From an optimization exercise on the open Yosys and OpenROAD flow, aimed at small area, a short achievable clock period and few clock cycles per item; shortcuts taken in it are not production practice.

==> flow/design.v <==
module alu_seq #(
  parameter int XLEN = 64
) (
  input  logic            clk_i,
  input  logic            rst_n_i,
  input  logic            req_valid_i,
  output logic            req_ready_o,
  input  logic [3:0]      op_i,
  input  logic [XLEN-1:0] a_i,
  input  logic [XLEN-1:0] b_i,
  input  logic            cin_i,
  output logic            rsp_valid_o,
  input  logic            rsp_ready_i,
  output logic [XLEN-1:0] result_o,
  output logic            cflag_o,
  output logic            vflag_o,
  output logic            zflag_o
);
  localparam int SHW = $clog2(XLEN);
  localparam logic [3:0] OP_ADD  = 4'd0;
  localparam logic [3:0] OP_SUB  = 4'd1;
  localparam logic [3:0] OP_AND  = 4'd2;
  localparam logic [3:0] OP_XOR  = 4'd3;
  localparam logic [3:0] OP_SLL  = 4'd4;
  localparam logic [3:0] OP_SRL  = 4'd5;
  localparam logic [3:0] OP_SRA  = 4'd6;
  localparam logic [3:0] OP_SLTU = 4'd7;
  localparam logic [3:0] OP_SLT  = 4'd8;
  localparam logic [3:0] OP_MULU = 4'd9;
  localparam logic [3:0] OP_DIVU = 4'd10;
  localparam logic [3:0] OP_REMU = 4'd11;
  localparam logic [2:0] PH_SINGLE = 3'd0;   
  localparam logic [2:0] PH_MSETUP = 3'd1;   
  localparam logic [2:0] PH_DSETUP = 3'd2;   
  localparam logic [2:0] PH_ITER   = 3'd3;   
  localparam logic [2:0] PH_FIN    = 3'd4;   
  function automatic logic [6:0] lead1(input logic [63:0] x);
    logic [15:0] n1;
    logic [1:0]  i1 [16];
    logic [3:0]  n2;
    logic [3:0]  i2 [4];
    logic [1:0]  p;
    for (int j = 0; j < 16; j++) begin
      n1[j] = |x[4*j +: 4];
      i1[j] = {x[4*j+3] | x[4*j+2], x[4*j+3] | (~x[4*j+2] & x[4*j+1])};
    end
    for (int g = 0; g < 4; g++) begin
      n2[g] = |n1[4*g +: 4];
      p     = {n1[4*g+3] | n1[4*g+2], n1[4*g+3] | (~n1[4*g+2] & n1[4*g+1])};
      i2[g] = {p, i1[4*g + int'(p)]};
    end
    p     = {n2[3] | n2[2], n2[3] | (~n2[2] & n2[1])};
    lead1 = {|n2, p, i2[p]};
  endfunction
  function automatic logic [XLEN:0] pfx_add(input logic [XLEN-1:0] a,
                                            input logic [XLEN-1:0] b,
                                            input logic            c0);
    logic [XLEN-1:0] p, g, pn, gn, h;
    h = a ^ b;
    g = a & b;
    p = h;
    g[0] = g[0] | (p[0] & c0);
    for (int k = 1; k < XLEN; k = k * 2) begin
      gn = g;
      pn = p;
      for (int i = 0; i < XLEN; i++) begin
        if ((i & k) != 0) begin
          gn[i] = g[i] | (p[i] & g[(i & ~(k-1)) - 1]);
          pn[i] = p[i] & p[(i & ~(k-1)) - 1];
        end
      end
      g = gn;
      p = pn;
    end
    pfx_add = {g[XLEN-1], h ^ {g[XLEN-2:0], c0}};
  endfunction
  function automatic logic [6:0] pfx_add6(input logic [5:0] a,
                                          input logic [5:0] b,
                                          input logic       c0);
    logic [5:0] p, g, pn, gn, h;
    h = a ^ b;
    g = a & b;
    p = h;
    g[0] = g[0] | (p[0] & c0);
    for (int k = 1; k < 6; k = k * 2) begin
      gn = g;
      pn = p;
      for (int i = 0; i < 6; i++) begin
        if ((i & k) != 0) begin
          gn[i] = g[i] | (p[i] & g[(i & ~(k-1)) - 1]);
          pn[i] = p[i] & p[(i & ~(k-1)) - 1];
        end
      end
      g = gn;
      p = pn;
    end
    pfx_add6 = {g[5], h ^ {g[4:0], c0}};
  endfunction
  function automatic logic [2:0] booth(input logic m1, input logic m0, input logic prev);
    logic two, nz, neg;
    two = (!m1 && m0 && prev) || (m1 && !m0 && !prev);
    nz  = !((!m1 && !m0 && !prev) || (m1 && m0 && prev));
    neg = m1 && !(m0 && prev);
    booth = {two, nz, neg};
  endfunction
  logic             ev;           
  logic [2:0]       ph;
  logic [SHW-1:0]   cnt;
  logic [XLEN-1:0]  x_q, b_q, y_q, p_q;
  logic             ci_q;
  logic             nza_q, nzb_q;
  logic [SHW-1:0]   la_q, lb_q;   
  logic             early;        
  logic             swap;         
  logic [SHW-1:0]   sh_rot;       
  logic [SHW-1:0]   sh_s;         
  logic             sh_left, sh_sra, o_dv;
  logic             o_add, o_arith, o_and, o_xor, o_sll, o_srl, o_sra;
  logic             o_sltu, o_slt, o_mul, o_div, o_rem;
  logic             r0v;
  logic [XLEN-1:0]  r0_res;
  logic             r0_c, r0_v;
  logic e_last;       
  logic fire;         
  logic accept;
  logic take;
  assign e_last = (ph == PH_SINGLE) || (ph == PH_FIN) ||
                  (ph == PH_ITER && cnt == '0 && !o_rem) ||
                  (ph == PH_DSETUP && early);
  assign fire   = ev & e_last & (~r0v | rsp_ready_i);
  assign req_ready_o = ~ev | (e_last & (~r0v | rsp_ready_i));
  assign accept = req_valid_i & req_ready_o;
  assign take   = r0v & rsp_ready_i;
  logic [XLEN:0]   sum_full;
  logic [XLEN-1:0] sum;
  logic            cout, ovf;
  assign sum_full = pfx_add(x_q, b_q, ci_q);
  assign sum      = sum_full[XLEN-1:0];
  assign cout     = sum_full[XLEN];
  assign ovf      = (x_q[XLEN-1] == b_q[XLEN-1]) && (sum[XLEN-1] != x_q[XLEN-1]);
  logic [XLEN-1:0]   sh_d;
  logic [2*XLEN-1:0] sh_cat;
  logic [XLEN-1:0]   sh_rotd;
  logic [XLEN-1:0]   sh_ge;      
  logic [XLEN-1:0]   sh_keep;
  logic [XLEN-1:0]   sh_out;
  assign sh_d    = o_dv ? b_q : x_q;
  assign sh_cat  = {sh_d, sh_d} >> sh_rot;
  assign sh_rotd = sh_cat[XLEN-1:0];
  always_comb begin
    for (int i = 0; i < XLEN; i++) sh_ge[i] = (SHW+1)'(i) >= {1'b0, sh_s};
    for (int i = 0; i < XLEN; i++) sh_keep[i] = sh_left ? sh_ge[i] : sh_ge[XLEN-1-i];
  end
  assign sh_out  = (sh_rotd & sh_keep) | ({XLEN{sh_sra & sh_d[XLEN-1]}} & ~sh_keep);
  logic            it_last;
  logic            s_sum, s_x;
  logic [XLEN-1:0] e_res;
  logic            e_c, e_v;
  assign it_last = (ph == PH_ITER);
  always_comb begin
    s_sum = ((ph == PH_SINGLE) & o_add) | (it_last & o_mul);
    s_x   = o_rem & ((ph == PH_DSETUP) | (ph == PH_FIN));
    e_res = (sum & {XLEN{s_sum}})
          | (x_q & {XLEN{s_x}})
          | ({p_q[XLEN-2:0], cout} & {XLEN{it_last & o_div}})
          | ({XLEN{(ph == PH_DSETUP) & o_div & ~nzb_q}})
          | (x_q & b_q & {XLEN{o_and}})
          | ((x_q ^ b_q) & {XLEN{o_xor}})
          | (sh_out & {XLEN{o_sll | o_srl | o_sra}})
          | {{(XLEN-1){1'b0}}, (o_sltu & ~cout) | (o_slt & (sum[XLEN-1] ^ ovf))};
    e_c   = o_arith & cout;
    e_v   = o_arith & ovf;
  end
  logic [XLEN-1:0] mplier, mcand;
  logic            nz_min;
  logic [SHW-1:0]  l_min;
  assign mplier = swap ? x_q : b_q;
  assign mcand  = swap ? b_q : x_q;
  assign nz_min = swap ? nza_q : nzb_q;
  assign l_min  = swap ? la_q : lb_q;
  logic [2:0]      bd;
  logic [XLEN-1:0] y_nx;
  logic [XLEN-1:0] b_booth;
  assign bd      = (ph == PH_MSETUP) ? booth(mplier[1], mplier[0], 1'b0)
                                     : booth(p_q[3], p_q[2], p_q[1]);
  assign y_nx    = (ph == PH_MSETUP) ? mcand : {y_q[XLEN-3:0], 2'b00};
  assign b_booth = ((bd[2] ? {y_nx[XLEN-2:0], 1'b0} : y_nx) & {XLEN{bd[1]}}) ^ {XLEN{bd[0]}};
  logic advance;    
  assign advance = ev & ~e_last;
  always_ff @(posedge clk_i or negedge rst_n_i) begin
    if (!rst_n_i) begin
      ev <= 1'b0;
      ph <= PH_SINGLE;
    end else if (accept) begin
      ev <= 1'b1;
      ph <= (op_i == OP_MULU) ? PH_MSETUP :
            (op_i == OP_DIVU || op_i == OP_REMU) ? PH_DSETUP : PH_SINGLE;
    end else if (fire) begin
      ev <= 1'b0;
    end else if (advance) begin
      ph <= (ph == PH_ITER && cnt == '0) ? PH_FIN : PH_ITER;
    end
  end
  logic neg_i, dv_i;
  logic nza_i, nzb_i;
  logic [SHW-1:0] la_i, lb_i;
  assign neg_i = (op_i == OP_SUB) || (op_i == OP_SLTU) || (op_i == OP_SLT);
  assign dv_i  = (op_i == OP_DIVU) || (op_i == OP_REMU);
  logic [XLEN-1:0] tha_i;
  logic lt_i;
  always_comb begin
    tha_i = a_i;
    for (int k = 1; k < XLEN; k = k * 2)
      for (int i = 0; i < XLEN; i++)
        if (((XLEN-1-i) & k) != 0) tha_i[i] = tha_i[i] | tha_i[((i | (k-1)) + 1)];
  end
  assign lt_i = |(b_i & ~tha_i);
  assign {nza_i, la_i} = lead1(a_i);
  assign {nzb_i, lb_i} = lead1(b_i);
  logic [SHW:0]   rot_dv_full;
  logic [SHW-1:0] rot_dv_i;
  logic [SHW-1:0] s_i;
  assign rot_dv_full = pfx_add6(lb_i, ~la_i, 1'b1);
  assign rot_dv_i    = rot_dv_full[SHW-1:0];
  assign s_i   = dv_i ? '0 : b_i[SHW-1:0];
  always_ff @(posedge clk_i) begin
    if (accept) begin
      x_q    <= a_i;
      b_q    <= b_i ^ {XLEN{neg_i}};
      ci_q   <= (op_i == OP_ADD) ? cin_i : 1'b1;
      nza_q   <= nza_i;
      nzb_q   <= nzb_i;
      la_q    <= la_i;
      lb_q    <= lb_i;
      sh_s    <= s_i;
      sh_rot  <= dv_i ? rot_dv_i : (op_i == OP_SLL) ? (SHW'(0) - b_i[SHW-1:0]) : b_i[SHW-1:0];
      sh_left <= dv_i || (op_i == OP_SLL);
      sh_sra  <= (op_i == OP_SRA);
      o_dv    <= dv_i;
      early   <= !nzb_i || !nza_i || lt_i;
      swap    <= !nza_i || (nzb_i && lt_i);
      o_add   <= (op_i == OP_ADD) || (op_i == OP_SUB);
      o_arith <= (op_i == OP_ADD) || (op_i == OP_SUB) || (op_i == OP_SLTU) || (op_i == OP_SLT);
      o_and   <= (op_i == OP_AND);
      o_xor   <= (op_i == OP_XOR);
      o_sll   <= (op_i == OP_SLL);
      o_srl   <= (op_i == OP_SRL);
      o_sra   <= (op_i == OP_SRA);
      o_sltu  <= (op_i == OP_SLTU);
      o_slt   <= (op_i == OP_SLT);
      o_mul   <= (op_i == OP_MULU);
      o_div   <= (op_i == OP_DIVU);
      o_rem   <= (op_i == OP_REMU);
    end else if (advance) begin
      case (ph)
        PH_MSETUP: begin
          x_q  <= '0;
          y_q  <= y_nx;
          b_q  <= b_booth;
          ci_q <= bd[0];
          p_q  <= mplier;
          cnt  <= SHW'(({1'b0, l_min} + (SHW+1)'(nz_min)) >> 1);
        end
        PH_DSETUP: begin
          b_q  <= ~sh_out;
          ci_q <= 1'b1;
          p_q  <= '0;
          cnt  <= la_q - lb_q;
        end
        default: begin
          cnt <= cnt - SHW'(1);
          if (o_mul) begin
            x_q  <= sum;
            y_q  <= y_nx;
            b_q  <= b_booth;
            ci_q <= bd[0];
            p_q  <= {2'b00, p_q[XLEN-1:2]};
          end else begin
            if (cout) x_q <= sum;
            b_q <= {1'b1, b_q[XLEN-1:1]};
            p_q <= {p_q[XLEN-2:0], cout};
          end
        end
      endcase
    end
  end
  always_ff @(posedge clk_i or negedge rst_n_i) begin
    if (!rst_n_i)          r0v <= 1'b0;
    else if (!r0v || take) r0v <= fire;
  end
  always_ff @(posedge clk_i) begin
    if (fire) begin
      r0_res <= e_res;
      r0_c   <= e_c;
      r0_v   <= e_v;
    end
  end
  assign rsp_valid_o = r0v;
  assign result_o    = r0_res;
  assign cflag_o     = r0_c;
  assign vflag_o     = r0_v;
  assign zflag_o     = (r0_res == '0);
endmodule
clock: 8.0 ns
lec_check: 0
cap_margin: 20
core_margin: 2
core_utilization: 45
place_density: 0.6
setup_slack_margin: 4
slew_margin: 20
run.sh (not shown) runs the stock make flow with config.mk's settings and CLKGATE_MAP_FILE= SYNTH_SCRIPT=/design/flow/synth_recipe.tcl, a recipe that flattens the netlist after the stock synthesis.
Then changed:
--- a/flow/design.v
+++ b/flow/design.v
@@ -34,6 +34,7 @@
   localparam logic [2:0] PH_DSETUP = 3'd2;   
   localparam logic [2:0] PH_ITER   = 3'd3;   
   localparam logic [2:0] PH_FIN    = 3'd4;   
+  localparam logic [2:0] PH_DPRE   = 3'd5;   
   function automatic logic [6:0] lead1(input logic [63:0] x);
     logic [15:0] n1;
     logic [1:0]  i1 [16];
@@ -74,28 +75,6 @@
     end
     pfx_add = {g[XLEN-1], h ^ {g[XLEN-2:0], c0}};
   endfunction
-  function automatic logic [6:0] pfx_add6(input logic [5:0] a,
-                                          input logic [5:0] b,
-                                          input logic       c0);
-    logic [5:0] p, g, pn, gn, h;
-    h = a ^ b;
-    g = a & b;
-    p = h;
-    g[0] = g[0] | (p[0] & c0);
-    for (int k = 1; k < 6; k = k * 2) begin
-      gn = g;
-      pn = p;
-      for (int i = 0; i < 6; i++) begin
-        if ((i & k) != 0) begin
-          gn[i] = g[i] | (p[i] & g[(i & ~(k-1)) - 1]);
-          pn[i] = p[i] & p[(i & ~(k-1)) - 1];
-        end
-      end
-      g = gn;
-      p = pn;
-    end
-    pfx_add6 = {g[5], h ^ {g[4:0], c0}};
-  endfunction
   function automatic logic [2:0] booth(input logic m1, input logic m0, input logic prev);
     logic two, nz, neg;
     two = (!m1 && m0 && prev) || (m1 && !m0 && !prev);
@@ -106,6 +85,7 @@
   logic             ev;           
   logic [2:0]       ph;
   logic [SHW-1:0]   cnt;
+  logic             cz;           
   logic [XLEN-1:0]  x_q, b_q, y_q, p_q;
   logic             ci_q;
   logic             nza_q, nzb_q;
@@ -125,8 +105,8 @@
   logic accept;
   logic take;
   assign e_last = (ph == PH_SINGLE) || (ph == PH_FIN) ||
-                  (ph == PH_ITER && cnt == '0 && !o_rem) ||
-                  (ph == PH_DSETUP && early);
+                  (ph == PH_ITER && cz && !o_rem) ||
+                  (ph == PH_DPRE && early);
   assign fire   = ev & e_last & (~r0v | rsp_ready_i);
   assign req_ready_o = ~ev | (e_last & (~r0v | rsp_ready_i));
   assign accept = req_valid_i & req_ready_o;
@@ -159,11 +139,11 @@
   assign it_last = (ph == PH_ITER);
   always_comb begin
     s_sum = ((ph == PH_SINGLE) & o_add) | (it_last & o_mul);
-    s_x   = o_rem & ((ph == PH_DSETUP) | (ph == PH_FIN));
+    s_x   = o_rem & ((ph == PH_DPRE) | (ph == PH_FIN));
     e_res = (sum & {XLEN{s_sum}})
           | (x_q & {XLEN{s_x}})
           | ({p_q[XLEN-2:0], cout} & {XLEN{it_last & o_div}})
-          | ({XLEN{(ph == PH_DSETUP) & o_div & ~nzb_q}})
+          | ({XLEN{(ph == PH_DPRE) & o_div & ~nzb_q}})
           | (x_q & b_q & {XLEN{o_and}})
           | ((x_q ^ b_q) & {XLEN{o_xor}})
           | (sh_out & {XLEN{o_sll | o_srl | o_sra}})
@@ -178,6 +158,9 @@
   assign mcand  = swap ? b_q : x_q;
   assign nz_min = swap ? nza_q : nzb_q;
   assign l_min  = swap ? la_q : lb_q;
+  logic [SHW-1:0]  mcnt, dcnt;
+  assign mcnt = SHW'(({1'b0, l_min} + (SHW+1)'(nz_min)) >> 1);
+  assign dcnt = la_q - lb_q;
   logic [2:0]      bd;
   logic [XLEN-1:0] y_nx;
   logic [XLEN-1:0] b_booth;
@@ -194,11 +177,11 @@
     end else if (accept) begin
       ev <= 1'b1;
       ph <= (op_i == OP_MULU) ? PH_MSETUP :
-            (op_i == OP_DIVU || op_i == OP_REMU) ? PH_DSETUP : PH_SINGLE;
+            (op_i == OP_DIVU || op_i == OP_REMU) ? PH_DPRE : PH_SINGLE;
     end else if (fire) begin
       ev <= 1'b0;
     end else if (advance) begin
-      ph <= (ph == PH_ITER && cnt == '0) ? PH_FIN : PH_ITER;
+      ph <= (ph == PH_DPRE) ? PH_DSETUP : (ph == PH_ITER && cz) ? PH_FIN : PH_ITER;
     end
   end
   logic neg_i, dv_i;
@@ -217,11 +200,7 @@
   assign lt_i = |(b_i & ~tha_i);
   assign {nza_i, la_i} = lead1(a_i);
   assign {nzb_i, lb_i} = lead1(b_i);
-  logic [SHW:0]   rot_dv_full;
-  logic [SHW-1:0] rot_dv_i;
   logic [SHW-1:0] s_i;
-  assign rot_dv_full = pfx_add6(lb_i, ~la_i, 1'b1);
-  assign rot_dv_i    = rot_dv_full[SHW-1:0];
   assign s_i   = dv_i ? '0 : b_i[SHW-1:0];
   always_ff @(posedge clk_i) begin
     if (accept) begin
@@ -233,7 +212,7 @@
       la_q    <= la_i;
       lb_q    <= lb_i;
       sh_s    <= s_i;
-      sh_rot  <= dv_i ? rot_dv_i : (op_i == OP_SLL) ? (SHW'(0) - b_i[SHW-1:0]) : b_i[SHW-1:0];
+      sh_rot  <= (op_i == OP_SLL) ? (SHW'(0) - b_i[SHW-1:0]) : b_i[SHW-1:0];
       sh_left <= dv_i || (op_i == OP_SLL);
       sh_sra  <= (op_i == OP_SRA);
       o_dv    <= dv_i;
@@ -259,16 +238,22 @@
           b_q  <= b_booth;
           ci_q <= bd[0];
           p_q  <= mplier;
-          cnt  <= SHW'(({1'b0, l_min} + (SHW+1)'(nz_min)) >> 1);
+          cnt  <= mcnt;
+          cz   <= (mcnt == '0);
+        end
+        PH_DPRE: begin
+          sh_rot <= lb_q - la_q;
+          cnt    <= dcnt;
+          cz     <= (dcnt == '0);
         end
         PH_DSETUP: begin
           b_q  <= ~sh_out;
           ci_q <= 1'b1;
           p_q  <= '0;
-          cnt  <= la_q - lb_q;
         end
         default: begin
           cnt <= cnt - SHW'(1);
+          cz  <= (cnt == SHW'(1));
           if (o_mul) begin
             x_q  <= sum;
             y_q  <= y_nx;
=> Die area grows by 4.9%. Clock-buffer cell count grows by 2. Worst setup slack improves by 370 ps. Via count grows by 5.1%. Wire length grows by 10%. Final area grows by 3.7%. Clock skew shrinks by 8.0 ps. Worst hold slack improves by 8.7 ps.
No run of this note included a check of the RTL's function; only the layout flow was run.

## separate check: timing with driven ports
The flow's constraints put no driver on any port. The routed layouts listed below were extracted and timed again, unchanged, in two steps. Step 1: set_driving_cell puts a clkbuf_16 on clk_i and a buf_2 on each other input, an assumption about the parent block. Step 2 adds t to the input delays and takes it off the output delays; t is the mean of the earliest and latest rising clock arrival at the registers after step 1. Input paths then give back, and output paths get back, about the clock's delay inside the block. Slacks: no drivers / after step 1 / after step 2; pairs: no drivers / after step 1.
run | shift t [ns] | setup slack, ns | latest minus earliest clock arrival (ns)
the first run | 0.693 | 3.316 / 3.316 / 2.701 | 0.053 / 0.053
the second run | 0.701 | 3.683 / 3.683 / 3.375 | 0.045 / 0.044
After both steps setup and hold are still met in every run listed. The setup slack of the first run, which loses most, moves by 0.000 ns with the drivers and by -0.615 ns with both steps.
